Source: an optimization exercise on an open RTL-to-GDS flow (aim: small area, a short achievable clock period and few clock cycles). Production flows keep margins and buffers that such runs may drop.
RTL that was checked went through simulation tests only; none was proved equivalent to the original.
The RTL of run 3 was laid out without a check of its function.
Power and IR drop assume default switching activity.

<file path="design.v">
`default_nettype none
module ksl_front (
   input  wire logic         clock,
   input  wire logic         reset,
   input  wire logic         req_valid,
   output logic              req_stall,
   input  wire logic [8:0]   req_data,
   input  wire logic         csr_we,
   input  wire logic [16:0]  csr_wdata,
   input  wire logic         room,
   input  wire logic [15:0]  last_index,
   output logic              push,
   output logic [45:0]       push_w
);
   localparam logic [5:0] KIND_IDENT   = 6'd31;
   localparam logic [5:0] KIND_NUMBER  = 6'd32;
   localparam logic [5:0] KIND_STRING  = 6'd33;
   localparam logic [5:0] KIND_END     = 6'd57;
   localparam logic [2:0] LM_IDLE   = 3'd0;
   localparam logic [2:0] LM_IDENT  = 3'd1;
   localparam logic [2:0] LM_NUMBER = 3'd2;
   localparam logic [2:0] LM_STRING = 3'd3;
   localparam logic [2:0] LM_LINE   = 3'd4;
   localparam logic [2:0] LM_BLOCK  = 3'd5;
   localparam logic [2:0] LM_PEND   = 3'd6;
   localparam logic [2:0] PD_SLASH = 3'd0;
   localparam logic [2:0] PD_EQ    = 3'd1;
   localparam logic [2:0] PD_BANG  = 3'd2;
   localparam logic [2:0] PD_LT    = 3'd3;
   localparam logic [2:0] PD_GT    = 3'd4;
   localparam logic [2:0] PD_MINUS = 3'd5;
   function automatic logic [9:0] kw_first(input logic [7:0] ch);
      logic [9:0] r;
      logic        hit;
      r   = '0;
      hit = 1'b0;
      r   = r | ({10{ch == 8'd97}} & 10'd339);
      hit = hit | (ch == 8'd97);
      r   = r | ({10{ch == 8'd99}} & 10'd385);
      hit = hit | (ch == 8'd99);
      r   = r | ({10{ch == 8'd100}} & 10'd293);
      hit = hit | (ch == 8'd100);
      r   = r | ({10{ch == 8'd101}} & 10'd558);
      hit = hit | (ch == 8'd101);
      r   = r | ({10{ch == 8'd102}} & 10'd274);
      hit = hit | (ch == 8'd102);
      r   = r | ({10{ch == 8'd103}} & 10'd69);
      hit = hit | (ch == 8'd103);
      r   = r | ({10{ch == 8'd104}} & 10'd143);
      hit = hit | (ch == 8'd104);
      r   = r | ({10{ch == 8'd105}} & 10'd174);
      hit = hit | (ch == 8'd105);
      r   = r | ({10{ch == 8'd107}} & 10'd581);
      hit = hit | (ch == 8'd107);
      r   = r | ({10{ch == 8'd108}} & 10'd841);
      hit = hit | (ch == 8'd108);
      r   = r | ({10{ch == 8'd109}} & 10'd47);
      hit = hit | (ch == 8'd109);
      r   = r | ({10{ch == 8'd111}} & 10'd422);
      hit = hit | (ch == 8'd111);
      r   = r | ({10{ch == 8'd114}} & 10'd9);
      hit = hit | (ch == 8'd114);
      r   = r | ({10{ch == 8'd117}} & 10'd782);
      hit = hit | (ch == 8'd117);
      r   = r | ({10{ch == 8'd119}} & 10'd360);
      hit = hit | (ch == 8'd119);
      kw_first = hit ? r : 10'd992;
   endfunction
   function automatic logic [4:0] kw_exp(input logic [8:0] kn);
      logic [4:0] r;
      logic        hit;
      r   = '0;
      hit = 1'b0;
      r   = r | ({5{kn == 9'd1}} & 5'd14);
      hit = hit | (kn == 9'd1);
      r   = r | ({5{kn == 9'd2}} & 5'd7);
      hit = hit | (kn == 9'd2);
      r   = r | ({5{kn == 9'd17}} & 5'd4);
      hit = hit | (kn == 9'd17);
      r   = r | ({5{kn == 9'd18}} & 5'd21);
      hit = hit | (kn == 9'd18);
      r   = r | ({5{kn == 9'd19}} & 5'd12);
      hit = hit | (kn == 9'd19);
      r   = r | ({5{kn == 9'd20}} & 5'd5);
      hit = hit | (kn == 9'd20);
      r   = r | ({5{kn == 9'd33}} & 5'd14);
      hit = hit | (kn == 9'd33);
      r   = r | ({5{kn == 9'd34}} & 5'd5);
      hit = hit | (kn == 9'd34);
      r   = r | ({5{kn == 9'd35}} & 5'd18);
      hit = hit | (kn == 9'd35);
      r   = r | ({5{kn == 9'd36}} & 5'd1);
      hit = hit | (kn == 9'd36);
      r   = r | ({5{kn == 9'd37}} & 5'd20);
      hit = hit | (kn == 9'd37);
      r   = r | ({5{kn == 9'd38}} & 5'd15);
      hit = hit | (kn == 9'd38);
      r   = r | ({5{kn == 9'd39}} & 5'd18);
      hit = hit | (kn == 9'd39);
      r   = r | ({5{kn == 9'd40}} & 5'd19);
      hit = hit | (kn == 9'd40);
      r   = r | ({5{kn == 9'd49}} & 5'd12);
      hit = hit | (kn == 9'd49);
      r   = r | ({5{kn == 9'd50}} & 5'd1);
      hit = hit | (kn == 9'd50);
      r   = r | ({5{kn == 9'd51}} & 5'd20);
      hit = hit | (kn == 9'd51);
      r   = r | ({5{kn == 9'd52}} & 5'd9);
      hit = hit | (kn == 9'd52);
      r   = r | ({5{kn == 9'd53}} & 5'd15);
      hit = hit | (kn == 9'd53);
      r   = r | ({5{kn == 9'd54}} & 5'd14);
      hit = hit | (kn == 9'd54);
      r   = r | ({5{kn == 9'd55}} & 5'd19);
      hit = hit | (kn == 9'd55);
      r   = r | ({5{kn == 9'd65}} & 5'd13);
      hit = hit | (kn == 9'd65);
      r   = r | ({5{kn == 9'd66}} & 5'd15);
      hit = hit | (kn == 9'd66);
      r   = r | ({5{kn == 9'd67}} & 5'd13);
      hit = hit | (kn == 9'd67);
      r   = r | ({5{kn == 9'd68}} & 5'd15);
      hit = hit | (kn == 9'd68);
      r   = r | ({5{kn == 9'd69}} & 5'd18);
      hit = hit | (kn == 9'd69);
      r   = r | ({5{kn == 9'd70}} & 5'd16);
      hit = hit | (kn == 9'd70);
      r   = r | ({5{kn == 9'd71}} & 5'd8);
      hit = hit | (kn == 9'd71);
      r   = r | ({5{kn == 9'd72}} & 5'd9);
      hit = hit | (kn == 9'd72);
      r   = r | ({5{kn == 9'd73}} & 5'd19);
      hit = hit | (kn == 9'd73);
      r   = r | ({5{kn == 9'd74}} & 5'd13);
      hit = hit | (kn == 9'd74);
      r   = r | ({5{kn == 9'd97}} & 5'd20);
      hit = hit | (kn == 9'd97);
      r   = r | ({5{kn == 9'd98}} & 5'd5);
      hit = hit | (kn == 9'd98);
      r   = r | ({5{kn == 9'd99}} & 5'd7);
      hit = hit | (kn == 9'd99);
      r   = r | ({5{kn == 9'd100}} & 5'd5);
      hit = hit | (kn == 9'd100);
      r   = r | ({5{kn == 9'd101}} & 5'd18);
      hit = hit | (kn == 9'd101);
      r   = r | ({5{kn == 9'd102}} & 5'd19);
      hit = hit | (kn == 9'd102);
      r   = r | ({5{kn == 9'd103}} & 5'd31);
      hit = hit | (kn == 9'd103);
      r   = r | ({5{kn == 9'd104}} & 5'd13);
      hit = hit | (kn == 9'd104);
      r   = r | ({5{kn == 9'd105}} & 5'd15);
      hit = hit | (kn == 9'd105);
      r   = r | ({5{kn == 9'd106}} & 5'd4);
      hit = hit | (kn == 9'd106);
      r   = r | ({5{kn == 9'd113}} & 5'd20);
      hit = hit | (kn == 9'd113);
      r   = r | ({5{kn == 9'd114}} & 5'd9);
      hit = hit | (kn == 9'd114);
      r   = r | ({5{kn == 9'd115}} & 5'd15);
      hit = hit | (kn == 9'd115);
      r   = r | ({5{kn == 9'd116}} & 5'd14);
      hit = hit | (kn == 9'd116);
      r   = r | ({5{kn == 9'd117}} & 5'd1);
      hit = hit | (kn == 9'd117);
      r   = r | ({5{kn == 9'd118}} & 5'd12);
      hit = hit | (kn == 9'd118);
      r   = r | ({5{kn == 9'd119}} & 5'd19);
      hit = hit | (kn == 9'd119);
      r   = r | ({5{kn == 9'd129}} & 5'd5);
      hit = hit | (kn == 9'd129);
      r   = r | ({5{kn == 9'd130}} & 5'd5);
      hit = hit | (kn == 9'd130);
      r   = r | ({5{kn == 9'd131}} & 5'd31);
      hit = hit | (kn == 9'd131);
      r   = r | ({5{kn == 9'd132}} & 5'd13);
      hit = hit | (kn == 9'd132);
      r   = r | ({5{kn == 9'd133}} & 5'd15);
      hit = hit | (kn == 9'd133);
      r   = r | ({5{kn == 9'd134}} & 5'd4);
      hit = hit | (kn == 9'd134);
      r   = r | ({5{kn == 9'd135}} & 5'd21);
      hit = hit | (kn == 9'd135);
      r   = r | ({5{kn == 9'd136}} & 5'd12);
      hit = hit | (kn == 9'd136);
      r   = r | ({5{kn == 9'd137}} & 5'd5);
      hit = hit | (kn == 9'd137);
      r   = r | ({5{kn == 9'd145}} & 5'd6);
      hit = hit | (kn == 9'd145);
      r   = r | ({5{kn == 9'd146}} & 5'd9);
      hit = hit | (kn == 9'd146);
      r   = r | ({5{kn == 9'd147}} & 5'd14);
      hit = hit | (kn == 9'd147);
      r   = r | ({5{kn == 9'd148}} & 5'd5);
      hit = hit | (kn == 9'd148);
      r   = r | ({5{kn == 9'd177}} & 5'd5);
      hit = hit | (kn == 9'd177);
      r   = r | ({5{kn == 9'd178}} & 5'd18);
      hit = hit | (kn == 9'd178);
      r   = r | ({5{kn == 9'd179}} & 5'd5);
      hit = hit | (kn == 9'd179);
      r   = r | ({5{kn == 9'd193}} & 5'd19);
      hit = hit | (kn == 9'd193);
      r   = r | ({5{kn == 9'd194}} & 5'd5);
      hit = hit | (kn == 9'd194);
      r   = r | ({5{kn == 9'd225}} & 5'd3);
      hit = hit | (kn == 9'd225);
      r   = r | ({5{kn == 9'd226}} & 5'd21);
      hit = hit | (kn == 9'd226);
      r   = r | ({5{kn == 9'd227}} & 5'd18);
      hit = hit | (kn == 9'd227);
      r   = r | ({5{kn == 9'd228}} & 5'd19);
      hit = hit | (kn == 9'd228);
      r   = r | ({5{kn == 9'd229}} & 5'd9);
      hit = hit | (kn == 9'd229);
      r   = r | ({5{kn == 9'd230}} & 5'd22);
      hit = hit | (kn == 9'd230);
      r   = r | ({5{kn == 9'd231}} & 5'd5);
      hit = hit | (kn == 9'd231);
      r   = r | ({5{kn == 9'd241}} & 5'd24);
      hit = hit | (kn == 9'd241);
      r   = r | ({5{kn == 9'd242}} & 5'd5);
      hit = hit | (kn == 9'd242);
      r   = r | ({5{kn == 9'd243}} & 5'd4);
      hit = hit | (kn == 9'd243);
      r   = r | ({5{kn == 9'd244}} & 5'd31);
      hit = hit | (kn == 9'd244);
      r   = r | ({5{kn == 9'd245}} & 5'd16);
      hit = hit | (kn == 9'd245);
      r   = r | ({5{kn == 9'd246}} & 5'd15);
      hit = hit | (kn == 9'd246);
      r   = r | ({5{kn == 9'd247}} & 5'd9);
      hit = hit | (kn == 9'd247);
      r   = r | ({5{kn == 9'd248}} & 5'd14);
      hit = hit | (kn == 9'd248);
      r   = r | ({5{kn == 9'd249}} & 5'd20);
      hit = hit | (kn == 9'd249);
      r   = r | ({5{kn == 9'd257}} & 5'd18);
      hit = hit | (kn == 9'd257);
      r   = r | ({5{kn == 9'd258}} & 5'd16);
      hit = hit | (kn == 9'd258);
      r   = r | ({5{kn == 9'd259}} & 5'd8);
      hit = hit | (kn == 9'd259);
      r   = r | ({5{kn == 9'd260}} & 5'd9);
      hit = hit | (kn == 9'd260);
      r   = r | ({5{kn == 9'd261}} & 5'd19);
      hit = hit | (kn == 9'd261);
      r   = r | ({5{kn == 9'd262}} & 5'd13);
      hit = hit | (kn == 9'd262);
      r   = r | ({5{kn == 9'd273}} & 5'd4);
      hit = hit | (kn == 9'd273);
      r   = r | ({5{kn == 9'd274}} & 5'd15);
      hit = hit | (kn == 9'd274);
      r   = r | ({5{kn == 9'd275}} & 5'd13);
      hit = hit | (kn == 9'd275);
      r   = r | ({5{kn == 9'd276}} & 5'd15);
      hit = hit | (kn == 9'd276);
      r   = r | ({5{kn == 9'd277}} & 5'd18);
      hit = hit | (kn == 9'd277);
      r   = r | ({5{kn == 9'd278}} & 5'd16);
      hit = hit | (kn == 9'd278);
      r   = r | ({5{kn == 9'd279}} & 5'd8);
      hit = hit | (kn == 9'd279);
      r   = r | ({5{kn == 9'd280}} & 5'd9);
      hit = hit | (kn == 9'd280);
      r   = r | ({5{kn == 9'd281}} & 5'd19);
      hit = hit | (kn == 9'd281);
      r   = r | ({5{kn == 9'd282}} & 5'd13);
      hit = hit | (kn == 9'd282);
      r   = r | ({5{kn == 9'd289}} & 5'd18);
      hit = hit | (kn == 9'd289);
      r   = r | ({5{kn == 9'd290}} & 5'd14);
      hit = hit | (kn == 9'd290);
      r   = r | ({5{kn == 9'd291}} & 5'd5);
      hit = hit | (kn == 9'd291);
      r   = r | ({5{kn == 9'd292}} & 5'd12);
      hit = hit | (kn == 9'd292);
      r   = r | ({5{kn == 9'd305}} & 5'd1);
      hit = hit | (kn == 9'd305);
      r   = r | ({5{kn == 9'd306}} & 5'd7);
      hit = hit | (kn == 9'd306);
      r   = r | ({5{kn == 9'd307}} & 5'd5);
      hit = hit | (kn == 9'd307);
      r   = r | ({5{kn == 9'd321}} & 5'd13);
      hit = hit | (kn == 9'd321);
      r   = r | ({5{kn == 9'd322}} & 5'd16);
      hit = hit | (kn == 9'd322);
      r   = r | ({5{kn == 9'd323}} & 5'd15);
      hit = hit | (kn == 9'd323);
      r   = r | ({5{kn == 9'd324}} & 5'd19);
      hit = hit | (kn == 9'd324);
      r   = r | ({5{kn == 9'd325}} & 5'd5);
      hit = hit | (kn == 9'd325);
      r   = r | ({5{kn == 9'd337}} & 5'd16);
      hit = hit | (kn == 9'd337);
      r   = r | ({5{kn == 9'd338}} & 5'd12);
      hit = hit | (kn == 9'd338);
      r   = r | ({5{kn == 9'd339}} & 5'd25);
      hit = hit | (kn == 9'd339);
      r   = r | ({5{kn == 9'd353}} & 5'd16);
      hit = hit | (kn == 9'd353);
      r   = r | ({5{kn == 9'd369}} & 5'd12);
      hit = hit | (kn == 9'd369);
      r   = r | ({5{kn == 9'd370}} & 5'd4);
      hit = hit | (kn == 9'd370);
      r   = r | ({5{kn == 9'd385}} & 5'd6);
      hit = hit | (kn == 9'd385);
      r   = r | ({5{kn == 9'd386}} & 5'd15);
      hit = hit | (kn == 9'd386);
      r   = r | ({5{kn == 9'd387}} & 5'd12);
      hit = hit | (kn == 9'd387);
      r   = r | ({5{kn == 9'd388}} & 5'd4);
      hit = hit | (kn == 9'd388);
      r   = r | ({5{kn == 9'd401}} & 5'd12);
      hit = hit | (kn == 9'd401);
      r   = r | ({5{kn == 9'd402}} & 5'd9);
      hit = hit | (kn == 9'd402);
      r   = r | ({5{kn == 9'd403}} & 5'd13);
      hit = hit | (kn == 9'd403);
      r   = r | ({5{kn == 9'd404}} & 5'd9);
      hit = hit | (kn == 9'd404);
      r   = r | ({5{kn == 9'd405}} & 5'd20);
      hit = hit | (kn == 9'd405);
      r   = r | ({5{kn == 9'd417}} & 5'd13);
      hit = hit | (kn == 9'd417);
      r   = r | ({5{kn == 9'd418}} & 5'd9);
      hit = hit | (kn == 9'd418);
      r   = r | ({5{kn == 9'd419}} & 5'd20);
      hit = hit | (kn == 9'd419);
      r   = r | ({5{kn == 9'd433}} & 5'd12);
      hit = hit | (kn == 9'd433);
      r   = r | ({5{kn == 9'd434}} & 5'd20);
      hit = hit | (kn == 9'd434);
      r   = r | ({5{kn == 9'd435}} & 5'd5);
      hit = hit | (kn == 9'd435);
      r   = r | ({5{kn == 9'd436}} & 5'd18);
      hit = hit | (kn == 9'd436);
      r   = r | ({5{kn == 9'd449}} & 5'd13);
      hit = hit | (kn == 9'd449);
      r   = r | ({5{kn == 9'd450}} & 5'd2);
      hit = hit | (kn == 9'd450);
      r   = r | ({5{kn == 9'd451}} & 5'd4);
      hit = hit | (kn == 9'd451);
      r   = r | ({5{kn == 9'd452}} & 5'd1);
      hit = hit | (kn == 9'd452);
      r   = r | ({5{kn == 9'd465}} & 5'd20);
      hit = hit | (kn == 9'd465);
      r   = r | ({5{kn == 9'd466}} & 5'd8);
      hit = hit | (kn == 9'd466);
      r   = r | ({5{kn == 9'd481}} & 5'd9);
      hit = hit | (kn == 9'd481);
      r   = r | ({5{kn == 9'd482}} & 5'd20);
      hit = hit | (kn == 9'd482);
      r   = r | ({5{kn == 9'd483}} & 5'd9);
      hit = hit | (kn == 9'd483);
      r   = r | ({5{kn == 9'd484}} & 5'd1);
      hit = hit | (kn == 9'd484);
      r   = r | ({5{kn == 9'd485}} & 5'd12);
      hit = hit | (kn == 9'd485);
      kw_exp = hit ? r : 5'd0;
   endfunction
   function automatic logic [9:0] kw_alt(input logic [16:0] knc);
      logic [9:0] r;
      logic        hit;
      r   = '0;
      hit = 1'b0;
      r   = r | ({10{knc == 17'd41328}} & 10'd688);
      hit = hit | (knc == 17'd41328);
      r   = r | ({10{knc == 17'd49519}} & 10'd653);
      hit = hit | (knc == 17'd49519);
      r   = r | ({10{knc == 17'd82540}} & 10'd809);
      hit = hit | (knc == 17'd82540);
      r   = r | ({10{knc == 17'd33129}} & 10'd504);
      hit = hit | (knc == 17'd33129);
      r   = r | ({10{knc == 17'd33135}} & 10'd748);
      hit = hit | (knc == 17'd33135);
      r   = r | ({10{knc == 17'd62060}} & 10'd884);
      hit = hit | (knc == 17'd62060);
      r   = r | ({10{knc == 17'd20845}} & 10'd609);
      hit = hit | (knc == 17'd20845);
      r   = r | ({10{knc == 17'd21097}} & 10'd980);
      hit = hit | (knc == 17'd21097);
      r   = r | ({10{knc == 17'd21108}} & 10'd197);
      hit = hit | (knc == 17'd21108);
      r   = r | ({10{knc == 17'd106849}} & 10'd909);
      hit = hit | (knc == 17'd106849);
      r   = r | ({10{knc == 17'd4449}} & 10'd720);
      hit = hit | (knc == 17'd4449);
      r   = r | ({10{knc == 17'd4722}} & 10'd528);
      hit = hit | (knc == 17'd4722);
      r   = r | ({10{knc == 17'd353}} & 10'd244);
      hit = hit | (knc == 17'd353);
      r   = r | ({10{knc == 17'd357}} & 10'd108);
      hit = hit | (knc == 17'd357);
      r   = r | ({10{knc == 17'd12899}} & 10'd469);
      hit = hit | (knc == 17'd12899);
      r   = r | ({10{knc == 17'd45417}} & 10'd948);
      hit = hit | (knc == 17'd45417);
      kw_alt = hit ? r : 10'd992;
   endfunction
   function automatic logic [5:0] single_kind(input logic [7:0] ch);
      logic [5:0] r;
      r = '0;
      r = r | ({6{ch == 8'h2b}} & 6'd39);    
      r = r | ({6{ch == 8'h2a}} & 6'd42);    
      r = r | ({6{ch == 8'h25}} & 6'd44);    
      r = r | ({6{ch == 8'h28}} & 6'd45);    
      r = r | ({6{ch == 8'h29}} & 6'd46);    
      r = r | ({6{ch == 8'h7b}} & 6'd47);    
      r = r | ({6{ch == 8'h7d}} & 6'd48);    
      r = r | ({6{ch == 8'h2c}} & 6'd49);    
      r = r | ({6{ch == 8'h3b}} & 6'd50);    
      r = r | ({6{ch == 8'h3a}} & 6'd53);    
      r = r | ({6{ch == 8'h5b}} & 6'd54);    
      r = r | ({6{ch == 8'h5d}} & 6'd55);    
      r = r | ({6{ch == 8'h2e}} & 6'd56);    
      single_kind = r;
   endfunction
   localparam int CL_W = 11;
   localparam int CL_WORD  = 10;    
   localparam int CL_ALPHA = 9;     
   localparam int CL_DIGIT = 8;
   localparam int CL_QUOTE = 7;
   localparam int CL_NL    = 6;
   localparam int CL_SLASH = 5;
   localparam int CL_STAR  = 4;
   localparam int CL_EQ    = 3;
   localparam int CL_GT    = 2;
   localparam int CL_PEND  = 1;     
   localparam int CL_OP    = 0;     
   function automatic logic [3:0] class_code(input logic [7:0] ch);
      logic alpha, digit;
      alpha = ((ch >= "a") && (ch <= "z")) || ((ch >= "A") && (ch <= "Z")) || (ch == "_");
      digit = (ch >= "0") && (ch <= "9");
      class_code = 4'b1100;
      if (alpha) class_code = 4'b0000;
      if (digit) class_code = 4'b0001;
      if (ch == "/") class_code = 4'b0100;
      if (ch == "=") class_code = 4'b0101;
      if (ch == ">") class_code = 4'b0110;
      if ((ch == "!") || (ch == "<") || (ch == "-")) class_code = 4'b0111;
      if (single_kind(ch) != 6'd0) class_code = 4'b1000;
      if (ch == "*") class_code = 4'b1001;
      if (ch == "\"") class_code = 4'b1101;
      if (ch == 8'd10) class_code = 4'b1110;
   endfunction
   function automatic logic [CL_W-1:0] classes(input logic [3:0] cc);
      classes = {cc[3:2] == 2'b00, cc[3:2] == 2'b00 && !cc[0], cc[3:2] == 2'b00 && cc[0],
                 cc == 4'b1101, cc == 4'b1110, cc == 4'b0100, cc == 4'b1001,
                 cc == 4'b0101, cc == 4'b0110, cc[3:2] == 2'b01, cc[3:2] == 2'b10};
   endfunction
   function automatic logic [15:0] cap4_of(input logic [16:0] l);
      if (l[16]) begin
         cap4_of = 16'd65531;
      end else if (l[15:0] == 16'd0) begin
         cap4_of = 16'hfffc;
      end else begin
         cap4_of = l[15:0] - 16'd5;
      end
   endfunction
   logic              in_v;
   logic [7:0]        c;
   logic              eot;
   logic [3:0]        cc;
   logic [CL_W-1:0]   cl;
   logic              b_v;
   logic [8:0]        b_data;
   logic [8:0]        src;
   logic              load_a;
   logic [2:0]   mode_ff, mode_in;
   logic [2:0]   pend_ff, pend_in;
   logic         star_ff, star_in;
   logic [15:0]  start_ff, start_in;
   logic [5:0]   len_ff, len_in;
   logic [4:0]   kw_ff, kw_in;
   logic [4:0]   kwe_ff, kwe_in;      
   logic [16:0]  pos_ff, pos_in;
   logic         zero_ff, zero_in;    
   logic [15:0]  cnt;                 
   logic         ovf_ff, ovf_in;      
   logic         near_ff, near_in;    
   logic         far_ff, far_in;      
   logic [15:0]  cap4_ff;             
   logic [15:0]  cap4_w;
   logic [2:0]   c_pend;
   logic [5:0]   c_kind, two_kind, flush_kind, flush_len;
   logic         flush_emits;
   assign c_kind   = single_kind(c);
   assign cl       = classes(cc);
   assign cap4_w   = cap4_of(csr_wdata);
   logic         w_cap0, w_cap1, w_cap2;
   assign w_cap0   = (csr_wdata[16:1] == 16'd0);
   assign w_cap1   = (csr_wdata == 17'd2);
   assign w_cap2   = (csr_wdata == 17'd3);
   assign cnt      = zero_ff ? 16'd0 : last_index + 16'd1;
   logic         kw_hit;
   logic [9:0]   kw_f, kw_a;
   assign kw_hit = (c[4:0] == kwe_ff) && c[6] && (c[5] || (kwe_ff == 5'd31));
   assign kw_f   = kw_first(c);
   assign kw_a   = kw_alt({kw_ff, len_ff[3:0], c});
   always_comb begin
      c_pend = PD_SLASH;
      if (c == "=") c_pend = PD_EQ;
      if (c == "!") c_pend = PD_BANG;
      if (c == "<") c_pend = PD_LT;
      if (c == ">") c_pend = PD_GT;
      if (c == "-") c_pend = PD_MINUS;
   end
   always_comb begin
      two_kind = 6'd0;
      if (cl[CL_EQ]) begin
         if (pend_ff == PD_EQ)   two_kind = 6'd34;
         if (pend_ff == PD_BANG) two_kind = 6'd35;
         if (pend_ff == PD_LT)   two_kind = 6'd36;
         if (pend_ff == PD_GT)   two_kind = 6'd37;
      end else if (cl[CL_GT] && (pend_ff == PD_MINUS)) begin
         two_kind = 6'd41;
      end
   end
   always_comb begin
      flush_emits = 1'b1;
      flush_len   = len_ff;
      flush_kind  = 6'd0;
      if (mode_ff == LM_IDENT) begin
         flush_kind = (kwe_ff != 5'd0) ? KIND_IDENT : {1'b0, kw_ff};
      end else if (mode_ff == LM_NUMBER) begin
         flush_kind = KIND_NUMBER;
      end else if (mode_ff == LM_STRING) begin
         flush_kind = KIND_STRING;
      end else if (mode_ff == LM_PEND) begin
         flush_len = 6'd1;
         if (pend_ff == PD_SLASH) flush_kind = 6'd43;
         if (pend_ff == PD_EQ)    flush_kind = 6'd38;
         if (pend_ff == PD_LT)    flush_kind = 6'd51;
         if (pend_ff == PD_GT)    flush_kind = 6'd52;
         if (pend_ff == PD_MINUS) flush_kind = 6'd40;
         flush_emits = (pend_ff != PD_BANG);
      end else begin
         flush_emits = 1'b0;
      end
   end
   logic         emit, split, step, take;
   logic [5:0]   w_kind, w_len;
   logic [15:0]  w_start;
   logic         w_ovf, w_last, w_end;
   always_comb begin
      logic do_flush, do_start;
      mode_in  = mode_ff;
      pos_in   = pos_ff;
      emit     = 1'b0;
      split    = 1'b0;
      w_end    = 1'b0;
      w_kind   = flush_kind;
      w_start  = ((mode_ff == LM_STRING) && (len_ff == 6'd0)) ? pos_ff[15:0] : start_ff;
      w_len    = flush_len;
      w_ovf    = 1'b0;
      do_flush = 1'b0;
      do_start = 1'b0;
      if (eot) begin
         mode_in = LM_IDLE;
         emit    = 1'b1;
         if (!ovf_ff && flush_emits) begin
            split = 1'b1;
         end else begin
            w_end   = 1'b1;
            w_kind  = KIND_END;
            w_start = pos_ff[15:0];
            w_len   = 6'd0;
            w_ovf   = ovf_ff;
            pos_in  = '0;
         end
      end else if (!ovf_ff && !pos_ff[16]) begin
         pos_in = pos_ff + 17'd1;
         case (mode_ff)
            LM_IDENT: begin
               if (!cl[CL_WORD]) begin
                  do_flush = 1'b1;
                  do_start = 1'b1;
               end
            end
            LM_NUMBER: begin
               if (!cl[CL_DIGIT]) begin
                  do_flush = 1'b1;
                  do_start = 1'b1;
               end
            end
            LM_STRING: begin
               if (cl[CL_QUOTE]) do_flush = 1'b1;
            end
            LM_LINE: begin
               if (cl[CL_NL]) mode_in = LM_IDLE;
            end
            LM_BLOCK: begin
               if (star_ff && cl[CL_SLASH]) mode_in = LM_IDLE;
            end
            LM_PEND: begin
               if ((pend_ff == PD_SLASH) && cl[CL_SLASH]) begin
                  mode_in = LM_LINE;
               end else if ((pend_ff == PD_SLASH) && cl[CL_STAR]) begin
                  mode_in = LM_BLOCK;
               end else if (two_kind != 6'd0) begin
                  mode_in = LM_IDLE;
                  emit    = 1'b1;
                  w_kind  = two_kind;
                  w_len   = 6'd2;
               end else begin
                  do_flush = 1'b1;
                  do_start = 1'b1;
               end
            end
            default: begin
               mode_in  = LM_IDLE;
               do_start = 1'b1;
            end
         endcase
         if (do_flush) begin
            mode_in = LM_IDLE;
            if (flush_emits) begin
               emit = 1'b1;
               if (do_start && !near_ff && cl[CL_OP]) begin
                  split  = 1'b1;
                  pos_in = pos_ff;
               end else if (near_ff) begin
                  do_start = 1'b0;
               end
            end
         end
         if (do_start && !split) begin
            if (cl[CL_ALPHA]) begin
               mode_in  = LM_IDENT;
            end else if (cl[CL_DIGIT]) begin
               mode_in  = LM_NUMBER;
            end else if (cl[CL_QUOTE]) begin
               mode_in  = LM_STRING;
            end else if (cl[CL_PEND]) begin
               mode_in  = LM_PEND;
            end else if (cl[CL_OP]) begin
               emit    = 1'b1;
               w_kind  = c_kind;
               w_start = pos_ff[15:0];
               w_len   = 6'd1;
            end
         end
      end
      w_last = !split;
      step   = in_v && room;
      take   = step && !split;
      push   = in_v && emit && room;
   end
   assign push_w    = {w_kind, cnt, w_start, w_len, w_ovf, w_last};
   logic  tok_cont;
   assign tok_cont = ((mode_ff == LM_IDENT) && cl[CL_WORD]) || ((mode_ff == LM_NUMBER) && cl[CL_DIGIT]) ||
                     ((mode_ff == LM_STRING) && !cl[CL_QUOTE]);
   always_comb begin
      pend_in  = c_pend;
      star_in  = (mode_ff == LM_BLOCK) && cl[CL_STAR];
      start_in = pos_ff[15:0];
      len_in   = cl[CL_QUOTE] ? 6'd0 : 6'd1;
      kw_in    = kw_f[9:5];
      kwe_in   = kw_f[4:0];
      if (tok_cont) begin
         len_in = (len_ff == 6'd63) ? len_ff : len_ff + 6'd1;
      end
      if (tok_cont && !((mode_ff == LM_STRING) && (len_ff == 6'd0))) begin
         start_in = start_ff;
      end
      if (mode_ff == LM_IDENT) begin
         kw_in  = kw_hit ? kw_ff : kw_a[9:5];
         kwe_in = kw_hit ? ((len_ff[5:4] == 2'b00) ? kw_exp({kw_ff, len_ff[3:0]}) : 5'd0) : kw_a[4:0];
      end
      if (pos_ff[16]) begin
         pend_in  = pend_ff;
         start_in = start_ff;
         len_in   = len_ff;
         kw_in    = kw_ff;
         kwe_in   = kwe_ff;
      end
   end
   logic  in_v_in, b_v_in, eot_in, stall_ff;
   assign load_a    = !in_v || take;
   assign src       = b_v ? b_data : req_data;
   assign req_stall = stall_ff;
   always_comb begin
      in_v_in = in_v;
      b_v_in  = b_v;
      eot_in  = eot;
      if (load_a) begin
         in_v_in = b_v || (req_valid && !req_stall);
         b_v_in  = 1'b0;
         eot_in  = src[0];
      end else if (req_valid && !req_stall) begin
         b_v_in  = 1'b1;
      end
   end
   always_ff @(posedge clock) begin
      if (reset) begin
         in_v     <= 1'b0;
         b_v      <= 1'b0;
         stall_ff <= 1'b0;
      end else begin
         in_v     <= in_v_in;
         b_v      <= b_v_in;
         stall_ff <= b_v_in || (in_v_in && eot_in);
      end
      eot <= eot_in;
      if (load_a) begin
         c  <= src[8:1];
         cc <= class_code(src[8:1]);
      end
      if (!req_stall) begin
         b_data <= req_data;
      end
   end
   always_comb begin
      zero_in = zero_ff;
      ovf_in  = ovf_ff;
      near_in = near_ff;
      far_in  = far_ff;
      if (push && w_end) begin
         zero_in = 1'b1;
         ovf_in  = csr_we ? w_cap0 : (cap4_ff == 16'hfffc);
         near_in = csr_we ? w_cap1 : (cap4_ff == 16'hfffd);
         far_in  = csr_we ? w_cap2 : (cap4_ff == 16'hfffe);
      end else if (push) begin
         zero_in = 1'b0;
         ovf_in  = near_ff;
         near_in = far_ff;
         far_in  = zero_ff ? (cap4_ff == 16'hffff) : (last_index == cap4_ff);
      end else if (csr_we && !in_v && !b_v) begin
         ovf_in  = w_cap0;
         near_in = w_cap1;
         far_in  = w_cap2;
      end
   end
   always_ff @(posedge clock) begin
      if (reset) begin
         mode_ff <= LM_IDLE;
         pos_ff  <= '0;
         zero_ff <= 1'b1;
         ovf_ff  <= 1'b0;
         near_ff <= 1'b0;
         far_ff  <= 1'b0;
         cap4_ff <= 16'd1019;
      end else begin
         if (csr_we) cap4_ff <= cap4_w;
         zero_ff <= zero_in;
         ovf_ff  <= ovf_in;
         near_ff <= near_in;
         far_ff  <= far_in;
         if (step) begin
            mode_ff <= mode_in;
            pos_ff  <= pos_in;
         end
      end
   end
   always_ff @(posedge clock) begin
      if (step) begin
         pend_ff  <= pend_in;
         star_ff  <= star_in;
         start_ff <= start_in;
         len_ff   <= len_in;
         kw_ff    <= kw_in;
         kwe_ff   <= kwe_in;
      end
   end
endmodule
`default_nettype wire
`default_nettype none
module ksl_tokq (
   input  wire logic          clock,
   input  wire logic          reset,
   input  wire logic          push,
   input  wire logic [45:0]   push_w,
   output logic              room,
   output logic              rsp_valid,
   input  wire logic          rsp_stall,
   output logic [45:0]       rsp_data
);
   logic         v_ff;
   logic [45:0]  w_ff;
   assign rsp_valid = v_ff;
   assign rsp_data  = w_ff;
   assign room      = !v_ff || !rsp_stall;
   always_ff @(posedge clock) begin
      if (reset) begin
         v_ff <= 1'b0;
      end else if (room) begin
         v_ff <= push;
      end
      if (push) begin
         w_ff[39:24] <= push_w[39:24];
      end
      if (room) begin
         w_ff[45:40] <= push_w[45:40];
         w_ff[23:0]  <= push_w[23:0];
      end
   end
endmodule
`default_nettype wire
`default_nettype none
module keyword_source_lexer #(
   parameter int MAX_TEXT_LEN = 65536
) (
   input  wire logic         clock,
   input  wire logic         reset,
   input  wire logic         req_valid,
   output logic             req_stall,
   input  wire logic [8:0]   req_data,
   output logic             rsp_valid,
   input  wire logic         rsp_stall,
   output logic [45:0]      rsp_data,
   input  wire logic         csr_we,
   input  wire logic [16:0]  csr_wdata
);
   logic         room;
   logic         push;
   logic [45:0]  push_w;
   ksl_front u_front (
      .clock     (clock),
      .reset     (reset),
      .req_valid (req_valid),
      .req_stall (req_stall),
      .req_data  (req_data),
      .csr_we    (csr_we),
      .csr_wdata (csr_wdata),
      .room      (room),
      .last_index(rsp_data[39:24]),
      .push      (push),
      .push_w    (push_w)
   );
   ksl_tokq u_tokq (
      .clock     (clock),
      .reset     (reset),
      .push      (push),
      .push_w    (push_w),
      .room      (room),
      .rsp_valid (rsp_valid),
      .rsp_stall (rsp_stall),
      .rsp_data  (rsp_data)
   );
endmodule
`default_nettype wire
</file>
<file path="flow/run.sh">
#!/bin/bash
# The standard layout, with the smallest buffer on each port instead of the
# default delay-cell buffer, and timing repair aiming 5.5 ns below the clock period
set -euo pipefail
export BUFFER_PORTS_ARGS="-buffer_cell sky130_fd_sc_hd__buf_1"
export SETUP_SLACK_MARGIN=5.5
bash standard.sh finish > standard_finish.log 2>&1
</file>
<file path="standard.sh">
#!/bin/bash
# synth_recipe.tcl (not shown) runs the flow's synth.tcl, then flattens the netlist and writes it again
# the make line also repeats each setting of config.mk as NAME=value (left out here)
make -C /OpenROAD-flow-scripts/flow DESIGN_CONFIG=/design/flow/config.mk WORK_HOME=/design/flow/orfs CLKGATE_MAP_FILE= SYNTH_SCRIPT=/design/flow/synth_recipe.tcl "${@:-finish}"
</file>
<file path="config.mk">
export PLATFORM = sky130hd
export DESIGN_NAME = keyword_source_lexer
export DESIGN_NICKNAME = keyword_source_lexer
export VERILOG_FILES = /design/flow/design.v
export SDC_FILE = /design/flow/constraint.sdc
export NUM_CORES = 4
export LEC_CHECK = 0
export ABC_AREA = 1
export CAP_MARGIN = 20
export CORE_MARGIN = 2
export CORE_UTILIZATION = 35
export CTS_BUF_LIST = sky130_fd_sc_hd__clkbuf_8
export SLEW_MARGIN = 20
</file>
<file path="constraint.sdc">
create_clock -name core_clock -period 8.5 [get_ports {clock}]
set_input_delay 1.7000 -clock core_clock [delete_from_list [all_inputs] [get_ports {clock}]]
set_output_delay 1.7000 -clock core_clock [all_outputs]
set_load 0.01 [all_outputs]
</file>
==> results of run 1 <==
[what timing repair did]
item,CTS,global route
gates cloned,1,0
setup endpoints to repair,61,64
setup buffers,3,1
pin swaps,1,1
gates resized for setup,8,25
[flip-flops by register name, indices dropped and copies added, names as in the netlist]
register          flops
u_tokq.w_ff          46
u_front.pos_ff       17
u_front.cap4_ff      16
u_front.start_ff     16
u_front.b_data        9
u_front.c             8
u_front.len_ff        6
u_front.kw_ff         5
u_front.kwe_ff        5
u_front.cc            4
u_front.mode_ff       3
u_front.pend_ff       3
u_front.b_v           1
u_front.eot           1
u_front.far_ff        1
u_front.in_v          1
u_front.near_ff       1
u_front.ovf_ff        1
u_front.stall_ff      1
u_front.star_ff       1
u_front.zero_ff       1
u_tokq.v_ff           1
[layout make-up]
type	count	area (um2)
sequential	148	3990
inverter	218	840
timing repair buffer	89	388
clock buffer	17	234
tap	402	503
clock inverter	15	144
fill	3413	19000
multi-input combinational	1252	6200
[per-stage QoR]
stage / cells / util [%] / hold WS [ps] / instance area [um2] / power (mW)
after global routing: 2141 / 39.3 / 486 / 12300 / 2.05
after floorplan: 1651 / - / 406 / 11100 / 1.24
after detailed placement: 2104 / 37.6 / 453 / 11800 / 1.39
final: 2141 / 39.3 / 474 / 12300 / 1.93
after CTS: 2140 / 39.1 / 475 / 12200 / 1.94
after global placement: 2104 / 37.6 / 445 / 11800 / 1.39
[path summary, 6_finish.rpt]
check | to | depth (start not counted) | from
hold reg to reg | u_front.start_ff[3]$_DFFE_PP_ | 0 | u_front.pos_ff[3]$_SDFFE_PP0P_
setup reg to reg | u_front.kwe_ff[4]$_DFFE_PP_ | 13 | u_front.kw_ff[2]$_DFFE_PP_
setup / recovery | u_front.far_ff$_SDFFE_PP0P_ | 10 | rsp_stall
hold / removal | u_front.start_ff[3]$_DFFE_PP_ | 0 | u_front.pos_ff[3]$_SDFFE_PP0P_
[cells in the mapped netlist (7+ instances only)]
cell type | number | area [um2]
nor4_1 | 28 | 175
buf_2 | 8 | 40.0
nand4_1 | 41 | 257
xor2_1 | 20 | 175
nand2_1 | 367 | 1380
o21ai_0 | 103 | 515
nor3_1 | 51 | 255
a31oi_1 | 9 | 56.3
dfxtp_1 | 45 | 901
inv_2 | 7 | 26.3
nor3b_1 | 10 | 75.1
o211ai_1 | 8 | 60.1
inv_1 | 207 | 777
ha_1 | 9 | 113
clkbuf_1 | 16 | 60.1
o22ai_1 | 7 | 43.8
nor2_1 | 267 | 1000
nor2_2 | 10 | 62.6
edfxtp_1 | 103 | 3090
a21oi_1 | 124 | 621
or2_2 | 15 | 93.8
nand3_1 | 114 | 571
[worst reg2reg max path: cells and delay by family, from the launching register on]
kind | cells | cell delay, ps
AO/OA/AOI/OAI | 1 | 440
buffers and inverters | 3 | 430
AND/OR/NAND/NOR | 9 | 1440
flip-flops | 1 | 450
[power groups by stage]
| stage | Sequential (mW) | Clock, mW | Combinational, mW |
|---|---|---|---|
| after floorplan | 0.950 | 0 | 0.294 |
| after global placement | 0.948 | 0 | 0.438 |
| after detailed placement | 0.950 | 0 | 0.441 |
| after CTS | 0.933 | 0.561 | 0.448 |
| after global routing | 0.945 | 0.590 | 0.511 |
| final | 0.932 | 0.545 | 0.455 |
[layer usage]
| metal | GRT usage, % | vias to the layer above |
|---|---|---|
| met5 | 0 | - |
| met4 | 6.89 | 0 |
| met1 | 32.5 | 5429 |
| met3 | 3.01 | 61 |
| met2 | 35.8 | 431 |
| li1 | - | 5712 |
[cell families (layout without fill, tap and decap cells)]
| kind of cell | count (synthesis) | in the layout |
|---|---|---|
| AOI/OAI and AO/OA | 288 | 288 |
| xor gates and xnor gates | 26 | 26 |
| adders and majority gates | 9 | 9 |
| buffers and inverters | 252 | 339 |
| DFF | 148 | 148 |
| muxes | 1 | 1 |
| and+or+nand+nor | 927 | 928 |
==> metrics.csv, run 1 <==
stage,metric,value,unit
worst_hold_path,min_path_type,register to register,
global_routing,grt_remaining_overflow,0,
floorplanning,dieHeight,182,um
power,pwr-share-seq,48.2,%
yosys,synth_cells,1651,
detailed_routing,route.met3.wl,2370,um
detailed_routing,avgRoutedWirePerCell,17.5,um
floorplanning,initial_core_util,35.3,%
yosys,synth_area,11000,um2
sta,fin_skew,22.6,ps
sta,setup_viol,0,
clock_tree,clock-sinks,148,
global_routing,grt_pass1_wl,59700,um
cells_and_area,layout_commonest_cell,nand2_1,
detailed_routing,drt-met1-wl,17700,um
yosys,avgSynthCellArea,6.69,um2
sta,setup_tns,0,ps
clock_tree,cts_max_path_buffers,2,
clock_tree,cts_buffers,17,
cells_and_area,drive_gt1_share,7.30,%
yosys,synth_compound_gate_area_share,14.5,%
clock_tree,htree_levels,4,
cells_and_area,layout_common_cells,"nand2_1 (358), nor2_1 (258), inv_1 (204), a21oi_1 (123), nand3_1 (114)",
detailed_routing,firstDrtPassIters,5,
floorplanning,num_rows,65,
floorplanning,core_area,31300,um2
worst_setup_path,cp-end-kind,register,
worst_setup_path,start_kind,input port,
clock_tree,root_buffer,clkbuf_8,
global_routing,grt_max_degree,33,
yosys,synth_edf_count,103,
power,p_leak,5.24,nW
cells_and_area,nNetsFinal,1766,
power,power.density,157,nW/um2
clock_tree,path_clk_slew,90,ps
power,p_sw,674,uW
detailed_routing,via_per_inst,5.43,
job,maxCapViolCount,0,
yosys,synth.area.mux_share,0.0906,%
worst_setup_path,path_delay_family,simple AND/OR/NAND/NOR gates,
yosys,synth_top_family_by_area,simple AND/OR/NAND/NOR gates,
sta,fin_ws,5480,ps
power,clkPwrFrac,28.2,%
clock_tree,worstSkewPairLatency,470,ps
cells_and_area,areaGrowthSynthToFinish,11.4,%
detailed_routing,first_iter_violations,1121,
placement,place_ws,4780,ps
detailed_routing,final_antenna_net_count,0,
sta,period_minus_slack,3020,ps
global_routing,grt_pass1_vias,11000,
placement,gp_congestion,0.946,
power,swShare,34.9,%
outcome,status,"complete, no violations",
worst_setup_path,crit_type,input port to register,
power,intPower,1.26,mW
sta,relSlewSlack,41.5,%
sta,worstMarginPinSlew,875,ps
worst_setup_path,crit_fanout,21,
yosys,synthAdderAreaFrac,1.02,%
worst_setup_path,cp.arrival,3380,ps
clock_tree,cts_tree,built,
yosys,synth-simple-area-share,37.0,%
detailed_routing,drc,0,
yosys,syn_nets,1691,
floorplanning,io_pins,79,
sta,hold_viol_final,0,
yosys,ys_ff_latch,148,
global_routing,antenna_found_initial,0,
yosys,synth_ff_type,edfxtp_1,
sta,finalMaxSlewViolations,0,
worst_setup_path,path_cells,buf_1 > nand2_8 > nand2_2 > nor2_2 > nand2_1 > clkinvlp_4 > nand2_1 > nand3_1 > nor2_1 > nor2_1,
floorplanning,die_w,182,um
worst_setup_path,crit_slowest_cell,clkinvlp_4,
yosys,yosysSeqAreaShare,36.2,%
clock_tree,holdBufCountCts,0,
worst_setup_path,critPathRequiredTime,8860,ps
worst_setup_path,r2r_setup_slack,5600,ps
yosys,yosys_warnings,2,
floorplanning,die_area,33000,um2
detailed_routing,routed.top_layer,met4,
power,ir_worst_vdd,0.0728,mV
global_routing,grt_use_total,22.8,%
cells_and_area,diodes,0,
detailed_routing,wl_met2,16500,um
yosys,synth_xor_area_share,2.06,%
yosys,synth-async-reset-ratio,0,%
power,combPwrFrac,23.5,%
placement,port_buffers,78,
worst_setup_path,crit_buf_inv,2,
sta,rsz0062_at_grt,true,
detailed_routing,via_count,11600,
yosys,synth.distinct_cells,58,
placement,hpwl,28700,um
sta,finalCritPeriodShare,35.5,%
detailed_routing,routed_wl,37500,um
worst_setup_path,slowest_delay,430,ps
sta,fmaxAchievable,332,MHz
Testbench counts, summed over its fixed seeds: cycles 148,692.
==> run 2: changes to the inputs <==
--- a/config.mk
+++ b/config.mk
@@ -8,6 +8,6 @@
 export ABC_AREA = 1
 export CAP_MARGIN = 20
 export CORE_MARGIN = 2
-export CORE_UTILIZATION = 35
+export CORE_UTILIZATION = 40
 export CTS_BUF_LIST = sky130_fd_sc_hd__clkbuf_8
 export SLEW_MARGIN = 20
==> run 2 against run 1 <==
  * Still clean on timing, DRC and antenna
  * Worst setup slack better by 91 ps
  * Sequential share of layout area up 0.14 points
  * First-iteration DRC count rose by 7.5%
  * Sequential power about the same
  * Total power fell by 0.40%
  * Combinational power is essentially flat
  * Count of clock-buffer cells in the layout unchanged
  * Non-clock buffer count unchanged
  * Clock power fell by 1%
  * Critical endpoint is now rsp_valid
  * Largest power group unchanged
==> metrics.csv, run 2 <==
stage,metric,value,unit,change
yosys,synth_ff_type,edfxtp_1,,unchanged
clock_tree,htree_levels,4,,unchanged
sta,setup_viol,0,,unchanged
yosys,avgSynthCellArea,6.69,um2,unchanged
yosys,synth_edf_count,103,,unchanged
worst_setup_path,crit_buf_inv,1,,was 2
global_routing,grt_max_degree,33,,unchanged
cells_and_area,layout_commonest_cell,nand2_1,,unchanged
floorplanning,core_area,27000,um2,was 31300 um2
power,p_leak,5.26,nW,was 5.24 nW
worst_setup_path,path_cells,buf_1,,was buf_1 > nand2_8 > nand2_2 > nor2_2 > nand2_1 > clkinvlp_4 > nand2_1 > nand3_1 > nor2_1 > nor2_1
detailed_routing,routed_wl,35800,um,was 37500 um
placement,dpl.cell_count,2041,,was 2104
yosys,netlist_top_cells_count,"nand2_1 (367), nor2_1 (267), inv_1 (207)",,unchanged
worst_hold_path,min_path_type,register to register,,unchanged
yosys,synth-async-reset-ratio,0,%,unchanged
yosys,synth_area,11000,um2,unchanged
clock_tree,clock-sinks,148,,unchanged
sta,hold_viol_final,0,,unchanged
sta,setup_tns,0,ps,unchanged
clock_tree,holdBufCountCts,0,,unchanged
sta,fin_skew,16.0,ps,was 22.6 ps
power,ir_worst_vdd,0.0956,mV,was 0.0728 mV
yosys,yosys_warnings,2,,unchanged
cells_and_area,drive_gt1_share,7.30,%,about the same
yosys,synthTopCellsByArea,"edfxtp_1 (28%), nand2_1 (12%), nor2_1 (9.1%)",,unchanged
sta,worstMarginPinSlew,808,ps,was 875 ps
yosys,yosysSeqAreaShare,36.2,%,unchanged
power,power.total,1.92,mW,was 1.93 mW
clock_tree,cts_buffers,17,,unchanged
global_routing,grt_use_total,24.5,%,was 22.8%
sta,fmaxAchievable,342,MHz,was 332 MHz
cells_and_area,diodes,0,,unchanged
global_routing,grt_remaining_overflow,0,,unchanged
floorplanning,dieHeight,170,um,was 182 um
cells_and_area,largest-register,u_tokq.w_ff,,unchanged
yosys,synth_top_area_share,28.0,%,unchanged
sta,rsz0062_at_grt,true,,unchanged
detailed_routing,firstDrtPassIters,6,,was 5
sta,relSlewSlack,45.9,%,was 41.5%
clock_tree,cts_max_path_buffers,2,,unchanged
yosys,synth_cells,1651,,unchanged
global_routing,grt_pass1_vias,10800,,was 11000
floorplanning,die_area,29000,um2,was 33000 um2
clock_tree,worstSkewPairLatency,460,ps,was 470 ps
cells_and_area,areaGrowthSynthToFinish,10.9,%,was 11.4%
detailed_routing,via_per_inst,5.60,,was 5.43
worst_setup_path,crit_type,register to primary output,,was input port to register
detailed_routing,first_iter_violations,1205,,was 1121
placement,hpwl,27200,um,was 28700 um
cells_and_area,fin_cells,2081,,was 2141
sta,finalCritPeriodShare,34.4,%,was 35.5%
worst_setup_path,cp-end-kind,primary output,,was register
worst_setup_path,start_kind,register,,was input port
detailed_routing,drc,0,,unchanged
outcome,status,"complete, no violations",,unchanged
cells_and_area,top_regs,"u_tokq.w_ff (46), u_front.pos_ff (17)",,unchanged
global_routing,grt_pass1_wl,56200,um,was 59700 um
yosys,syn_nets,1691,,unchanged
clock_tree,path_clk_slew,90,ps,about the same
worst_setup_path,critPathRequiredTime,6800,ps,was 8860 ps
worst_setup_path,crit_fanout,3,,was 21
yosys,ys_ff_latch,148,,unchanged
yosys,synth.distinct_cells,58,,unchanged
worst_setup_path,crit_slowest_cell,dfxtp_1,,was clkinvlp_4
worst_setup_path,path_delay_family,flip-flops,,was simple AND/OR/NAND/NOR gates
placement,gp_congestion,1.03,,was 0.946
cells_and_area,layout_common_cells,"nand2_1 (359), nor2_1 (259), inv_1 (206), a21oi_1 (123), nand3_1 (113)",,"was nand2_1 (358), nor2_1 (258), inv_1 (204), a21oi_1 (123), nand3_1 (114)"
cells_and_area,nNetsFinal,1767,,was 1766
cells_and_area,num-fill-cells,2859,,was 3413
global_routing,antenna_found_initial,0,,unchanged
worst_setup_path,slowest_delay,570,ps,was 430 ps
detailed_routing,final_antenna_net_count,0,,unchanged
yosys,yosys.area.top_type,edfxtp_1,,unchanged
floorplanning,num_rows,60,,was 65
worst_setup_path,cp.arrival,1220,ps,was 3380 ps
yosys,yosysMostFrequentCell,nand2_1,,unchanged
detailed_routing,avgRoutedWirePerCell,17.2,um,was 17.5 um
sta,finalMaxSlewViolations,0,,unchanged
floorplanning,io_pins,79,,unchanged
floorplanning,die_w,170,um,was 182 um
detailed_routing,via_count,11600,,about the same
cells_and_area,largest_register_ff_count,46,,unchanged
sta,period_minus_slack,2920,ps,was 3020 ps
clock_tree,cts_tree,built,,unchanged
placement,port_buffers,78,,unchanged
power,power.density,157,nW/um2,about the same
floorplanning,initial_core_util,40.9,%,was 35.3%
clock_tree,root_buffer,clkbuf_8,,unchanged
job,maxCapViolCount,0,,unchanged
==> run 2: cell counts after synthesis <==
No cell type changed its count.
==> run 2: area by class of cell <==
type                       count  area, um2  area share (%)
clock inverter                15        143            1.16
clock buffer                  17        234            1.91
sequential                   148       3990            32.6
timing repair buffer          89        402            3.28
timing repair inverter         1       7.51          0.0613
inverter                     218        840            6.85
multi-input combinational   1252       6210            50.7
tap                          341        427            3.48
==> run 2: where the power goes <==
group,internal (mW),total [mW],switching [mW]
Clock,0.258,0.538,0.279
Combinational,0.130,0.457,0.327
Sequential,0.871,0.930,0.0587
Total,1.26,1.92,0.665
==> run 2: cell families after synthesis <==
logic type,share of synthesized area (%)
and+or+nand+nor,37.0
xor gates and xnor gates,2.06
DFF,36.2
AOI/OAI and AO/OA,14.5
buffers and inverters,9.13
muxes,0.0906
adders and majority gates,1.02
==> run 2: path summary, 6_finish.rpt <==
kind,start,end,slack [ps],depth (start not counted)
max,u_tokq.v_ff$_SDFFE_PP0N_,rsp_valid,5580,1
min,u_front.pos_ff[3]$_SDFFE_PP0P_,u_front.start_ff[3]$_DFFE_PP_,460,0
max reg2reg,u_front.len_ff[1]$_SDFFCE_PN0P_,u_front.kwe_ff[3]$_DFFE_PP_,5620,11
min reg2reg,u_front.pos_ff[3]$_SDFFE_PP0P_,u_front.start_ff[3]$_DFFE_PP_,460,0
==> run 2: timing repair <==
| item | in CTS | in global routing |
|---|---|---|
| hold endpoints to repair | 0 | 0 |
| gates cloned | 1 | 1 |
| setup endpoints to repair | 46 | 47 |
| resized for setup | 6 | 23 |
| pin swaps | 0 | 3 |
| buffers inserted | 4 | 2 |
==> run 2: stage by stage <==
step / worst slack, ps / hold WS (ps) / util, % / area, um2
global route: 5480 / 481 / 45.3 / 12300
floorplan: 5500 / 406 / - / 11100
detailed placement: 4800 / 439 / 43.3 / 11700
finish: 5580 / 463 / 45.3 / 12300
global placement: 4840 / 442 / 43.3 / 11700
CTS: 5500 / 461 / 45.0 / 12200
==> run 2: routing by layer <==
metal  up-vias  GRT usage (%)  share of wire (%)
met3        82           3.98                8.6
met1      5319           35.5                 46
met4         0           9.81                3.1
met5         -              0                  0
li1       5714              -                  -
met2       533           36.4                 42
==> run 3: changes to the inputs <==
--- a/design.v
+++ b/design.v
@@ -539,6 +539,7 @@
          flush_emits = 1'b0;
       end
    end
+   logic         quiet, tok_cont;
    logic         emit, split, step, take;
    logic [5:0]   w_kind, w_len;
    logic [15:0]  w_start;
@@ -643,14 +644,15 @@
          end
       end
       w_last = !split;
-      step   = in_v && room;
+      step   = in_v && (room || quiet);
       take   = step && !split;
       push   = in_v && emit && room;
    end
    assign push_w    = {w_kind, cnt, w_start, w_len, w_ovf, w_last};
-   logic  tok_cont;
    assign tok_cont = ((mode_ff == LM_IDENT) && cl[CL_WORD]) || ((mode_ff == LM_NUMBER) && cl[CL_DIGIT]) ||
                      ((mode_ff == LM_STRING) && !cl[CL_QUOTE]);
+   assign quiet = !eot && (ovf_ff || pos_ff[16] || tok_cont || (mode_ff == LM_LINE) ||
+                           (mode_ff == LM_BLOCK) || ((mode_ff == LM_IDLE) && !cl[CL_OP]));
    always_comb begin
       pend_in  = c_pend;
       star_in  = (mode_ff == LM_BLOCK) && cl[CL_STAR];
==> run 3 against run 2 <==
  * Non-clock buffer count is 3 higher
  * Synthesized area is 3.7% higher
  * Total power is 6.1% higher
  * Die area is 3.6% higher
  * Critical endpoint unchanged
==> metrics.csv, run 3 <==
stage,metric,value,unit,change
floorplanning,core_area,28000,um2,was 27000 um2
floorplanning,dieHeight,173,um,was 170 um
floorplanning,die_area,30000,um2,was 29000 um2
outcome,status,"complete, no violations",,unchanged
power,swShare,34.7,%,was 34.5%
worst_setup_path,worstRegToRegCells,13,,was 11
yosys,synth-async-reset-ratio,0,%,unchanged
detailed_routing,routed_wl,39400,um,was 35800 um
global_routing,grt_max_degree,27,,was 33
sta,worstMarginPinSlew,786,ps,was 808 ps
placement,placed_area,12100,um2,was 11700 um2
floorplanning,io_pins,79,,unchanged
cells_and_area,fin_cells,2138,,was 2081
worst_hold_path,min_path_type,register to register,,unchanged
cells_and_area,diodes,0,,unchanged
yosys,synth_area,11500,um2,was 11000 um2
global_routing,grt_pass1_vias,11200,,was 10800
worst_setup_path,r2r_setup_slack,5600,ps,was 5620 ps
floorplanning,num_rows,61,,was 60
global_routing,grt_use_total,25.7,%,was 24.5%
power,combPwrFrac,24.3,%,was 23.7%
yosys,synthTopCellsByArea,"edfxtp_1 (27%), nand2_1 (12%), dfxtp_1 (7.9%)",,"was edfxtp_1 (28%), nand2_1 (12%), nor2_1 (9.1%)"
placement,hpwl,29600,um,was 27200 um
clock_tree,root_buffer,clkbuf_8,,unchanged
power,p_leak,5.49,nW,was 5.26 nW
worst_setup_path,slowest_delay,570,ps,about the same
detailed_routing,via_count,12200,,was 11600
worst_setup_path,crit_slowest_cell,dfxtp_1,,unchanged
yosys,yosys.area.top_type,edfxtp_1,,unchanged
global_routing,met3_usage,3.57,%,was 3.98%
power,intPower,1.33,mW,was 1.26 mW
cells_and_area,postLayoutCoreUtil,45.5,%,was 45.3%
worst_setup_path,r2r_start,u_front.len_ff[3]$_SDFFCE_PN0P_,,was u_front.len_ff[1]$_SDFFCE_PN0P_
placement,gp_congestion,0.994,,was 1.03
clock_tree,cts_tree,built,,unchanged
worst_setup_path,crit_type,register to primary output,,unchanged
yosys,netlist_top_cells_count,"nand2_1 (362), nor2_1 (238), inv_1 (206)",,"was nand2_1 (367), nor2_1 (267), inv_1 (207)"
detailed_routing,drc,0,,unchanged
global_routing,antenna_found_initial,0,,unchanged
worst_setup_path,path_delay_family,flip-flops,,unchanged
sta,finalMaxSlewViolations,0,,unchanged
sta,rsz0062_at_grt,true,,unchanged
sta,period_minus_slack,2930,ps,was 2920 ps
sta,finalCritPeriodShare,34.4,%,about the same
detailed_routing,final_antenna_net_count,0,,unchanged
clock_tree,path_clk_slew,90,ps,about the same
cells_and_area,top_regs,"u_tokq.w_ff (46), u_front.pos_ff (17)",,unchanged
worst_setup_path,start_kind,register,,unchanged
detailed_routing,firstDrtPassIters,8,,was 6
detailed_routing,first_iter_violations,1296,,was 1205
clock_tree,cts_max_path_buffers,2,,unchanged
sta,fin_skew,17.3,ps,was 16.0 ps
global_routing,grt_remaining_overflow,0,,unchanged
placement,port_buffers,78,,unchanged
detailed_routing,via_per_inst,5.70,,was 5.60
power,power.density,160,nW/um2,was 157 nW/um2
worst_hold_path,min_to,u_front.cap4_ff[9]$_SDFFE_PP1P_,,was u_front.start_ff[3]$_DFFE_PP_
yosys,synth_top_area_share,27.0,%,was 28.0%
floorplanning,die_w,173,um,was 170 um
yosys,yosysSeqAreaShare,34.9,%,was 36.2%
power,clkPwrFrac,30.3,%,was 27.9%
yosys,ys_ff_latch,148,,unchanged
cells_and_area,nNetsFinal,1787,,was 1767
sta,setup_viol,0,,unchanged
detailed_routing,avgRoutedWirePerCell,18.4,um,was 17.2 um
floorplanning,initial_core_util,40.9,%,about the same
cells_and_area,layout_commonest_cell,nand2_1,,unchanged
clock_tree,htree_levels,4,,unchanged
global_routing,met2_usage,38.8,%,was 36.4%
power,pwr-share-seq,45.5,%,was 48.3%
power,ir_worst_vdd,0.0776,mV,was 0.0956 mV
clock_tree,cts_buffers,17,,unchanged
clock_tree,holdBufCountCts,0,,unchanged
global_routing,grt_pass1_wl,61900,um,was 56200 um
yosys,syn_nets,1712,,was 1691
yosys,yosysMostFrequentCell,nand2_1,,unchanged
sta,fmaxAchievable,342,MHz,about the same
global_routing,gr-usage-met1,38.3,%,was 35.5%
yosys,synth.distinct_cells,61,,was 58
sta,relSlewSlack,47.4,%,was 45.9%
global_routing,grt_most_used_layer,met2,,unchanged
worst_setup_path,crit_fanout,3,,unchanged
sta,setup_tns,0,ps,unchanged
worst_setup_path,cp.arrival,1230,ps,was 1220 ps
placement,dpl.cell_count,2095,,was 2041
worst_setup_path,worstReg2RegEnd,u_front.kwe_ff[4]$_DFFE_PP_,,was u_front.kwe_ff[3]$_DFFE_PP_
yosys,synth_edf_count,103,,unchanged
cells_and_area,finish.instance_area,12700,um2,was 12300 um2
worst_setup_path,cp-end-kind,primary output,,unchanged
worst_setup_path,crit_buf_inv,1,,unchanged
yosys,synth_cells,1672,,was 1651
job,maxCapViolCount,0,,unchanged
clock_tree,worstSkewPairLatency,460,ps,about the same
cells_and_area,largest-register,u_tokq.w_ff,,unchanged
worst_setup_path,critPathRequiredTime,6800,ps,about the same
cells_and_area,layout_common_cells,"nand2_1 (356), nor2_1 (230), inv_1 (200), o21ai_0 (114), nand3_1 (108)",,"was nand2_1 (359), nor2_1 (259), inv_1 (206), a21oi_1 (123), nand3_1 (113)"
cells_and_area,num-fill-cells,2950,,was 2859
clock_tree,clock-sinks,148,,unchanged
worst_hold_path,hold_depth,2,,was 0
cells_and_area,areaGrowthSynthToFinish,11.2,%,was 10.9%
yosys,yosys_warnings,2,,unchanged
worst_hold_path,hp-start,u_front.cap4_ff[9]$_SDFFE_PP1P_,,was u_front.pos_ff[3]$_SDFFE_PP0P_
yosys,synth_ff_type,edfxtp_1,,unchanged
power,p_sw,708,uW,was 665 uW
sta,hold_viol_final,0,,unchanged
yosys,avgSynthCellArea,6.85,um2,was 6.69 um2
cells_and_area,drive_gt1_share,8.41,%,was 7.30%
worst_setup_path,path_cells,buf_1,,unchanged
cells_and_area,largest_register_ff_count,46,,unchanged
run 3: cell types whose count changed after synthesis, sizes merged, moves of 12 or more:
| cell | previous run | this run |
|---|---|---|
| nand4 | 41 | 67 |
| nor2 | 281 | 248 |
| o221ai | 1 | 13 |
| mux2i | 1 | 16 |
| o21ai | 106 | 123 |
| a21oi | 124 | 95 |
run 3: stage by stage:
step | total power [mW] | hold WS [ps] | setup WS, ps
2_1_floorplan | 1.26 | 403 | 5310
3_3_place_gp | 1.41 | 484 | 4790
3_5_place_dp | 1.42 | 484 | 4740
4_1_cts | 2.04 | 498 | 5510
5_1_grt | 2.15 | 535 | 5450
6_report | 2.04 | 492 | 5570
run 3: area by class of cell:
type,instances,area (um2),share of cell area (%)
multi-input combinational,1267,6560,51.5
tap,378,473,3.71
clock inverter,15,201,1.58
inverter,219,843,6.62
timing repair buffer,92,419,3.29
sequential,148,3990,31.4
clock buffer,17,234,1.84
timing repair inverter,2,10.0,0.0786
run 3: logic make-up (layout without fill, tap and decap cells):
group / count (synthesis) / in the layout / share of synthesized area (%)
compound gates: 298 / 298 / 15.7
xor+xnor: 37 / 37 / 2.83
fa+ha+maj: 9 / 9 / 0.983
buf+inv: 258 / 345 / 9.02
flops: 148 / 148 / 34.9
mux: 16 / 16 / 1.40
simple gates: 906 / 907 / 35.2
run 3: timing repair:
action,4_1_cts,5_1_grt
pin swaps,2,2
cloned,3,0
endpoints found under the hold margin,0,0
setup buffers,2,6
endpoints found under the setup margin,94,71
resized for setup,15,21
run 3: layer usage:
layer	up-vias	routed length, um
met4	0	847
met5	-	0
met2	595	17000
met3	81	3160
li1	5856	-
met1	5658	18300
run 3: worst max path at each step:
stage | startpoint | endpoint | slack (ps) | cells after the start
6_report | u_tokq.v_ff$_SDFFE_PP0N_ | rsp_valid | 5570 | 1
5_1_grt | u_front.kw_ff[1]$_DFFE_PP_ | u_front.kwe_ff[3]$_DFFE_PP_ | 5450 | 12
4_1_cts | req_data[1] | u_front.cc[2]$_SDFFCE_PP1N_ | 5510 | 8
3_5_place_dp | rsp_stall | u_front.start_ff[6]$_DFFE_PP_ | 4740 | 8
3_3_place_gp | rsp_stall | u_front.start_ff[3]$_DFFE_PP_ | 4790 | 8
2_1_floorplan | rsp_stall | u_front.start_ff[0]$_DFFE_PP_ | 5310 | 7
run 3: power by group through the flow:
stage,Combinational (mW),Sequential [mW],Clock (mW)
after floorplan,0.313,0.951,0
after global placement,0.471,0.942,0
after detailed placement,0.473,0.943,0
after CTS,0.485,0.928,0.629
after global routing,0.547,0.939,0.659
final,0.496,0.928,0.618

what the ideal ports hide:
The flow's constraints put no driver on any port. The routed layouts listed below were extracted and timed again, unchanged, in two steps. Step 1 sets driving cells, clkbuf_16 on the clock port and buf_2 on the other inputs (assumed; they add their load-dependent delay and slew). Step 2 moves the port delays by t, midway between the first and last clock arrival at a register: inputs arrive t later, outputs are due t later. That takes back most of the time a late clock gives input paths. a / b / c = no drivers / after step 1 / after step 2; a / b = the first two.
run	t, ns	setup WS [ns]	cell pins on the clock port's net
run 1	0.505	5.484 / 5.511 / 5.006	1
run 2	0.487	5.575 / 5.537 / 5.108	1
run 3	0.495	5.572 / 5.529 / 5.115	1
After both steps every run listed still meets setup and hold. The setup slack of run 1, which loses most, moves by +0.027 ns with the drivers and by -0.478 ns with both steps.
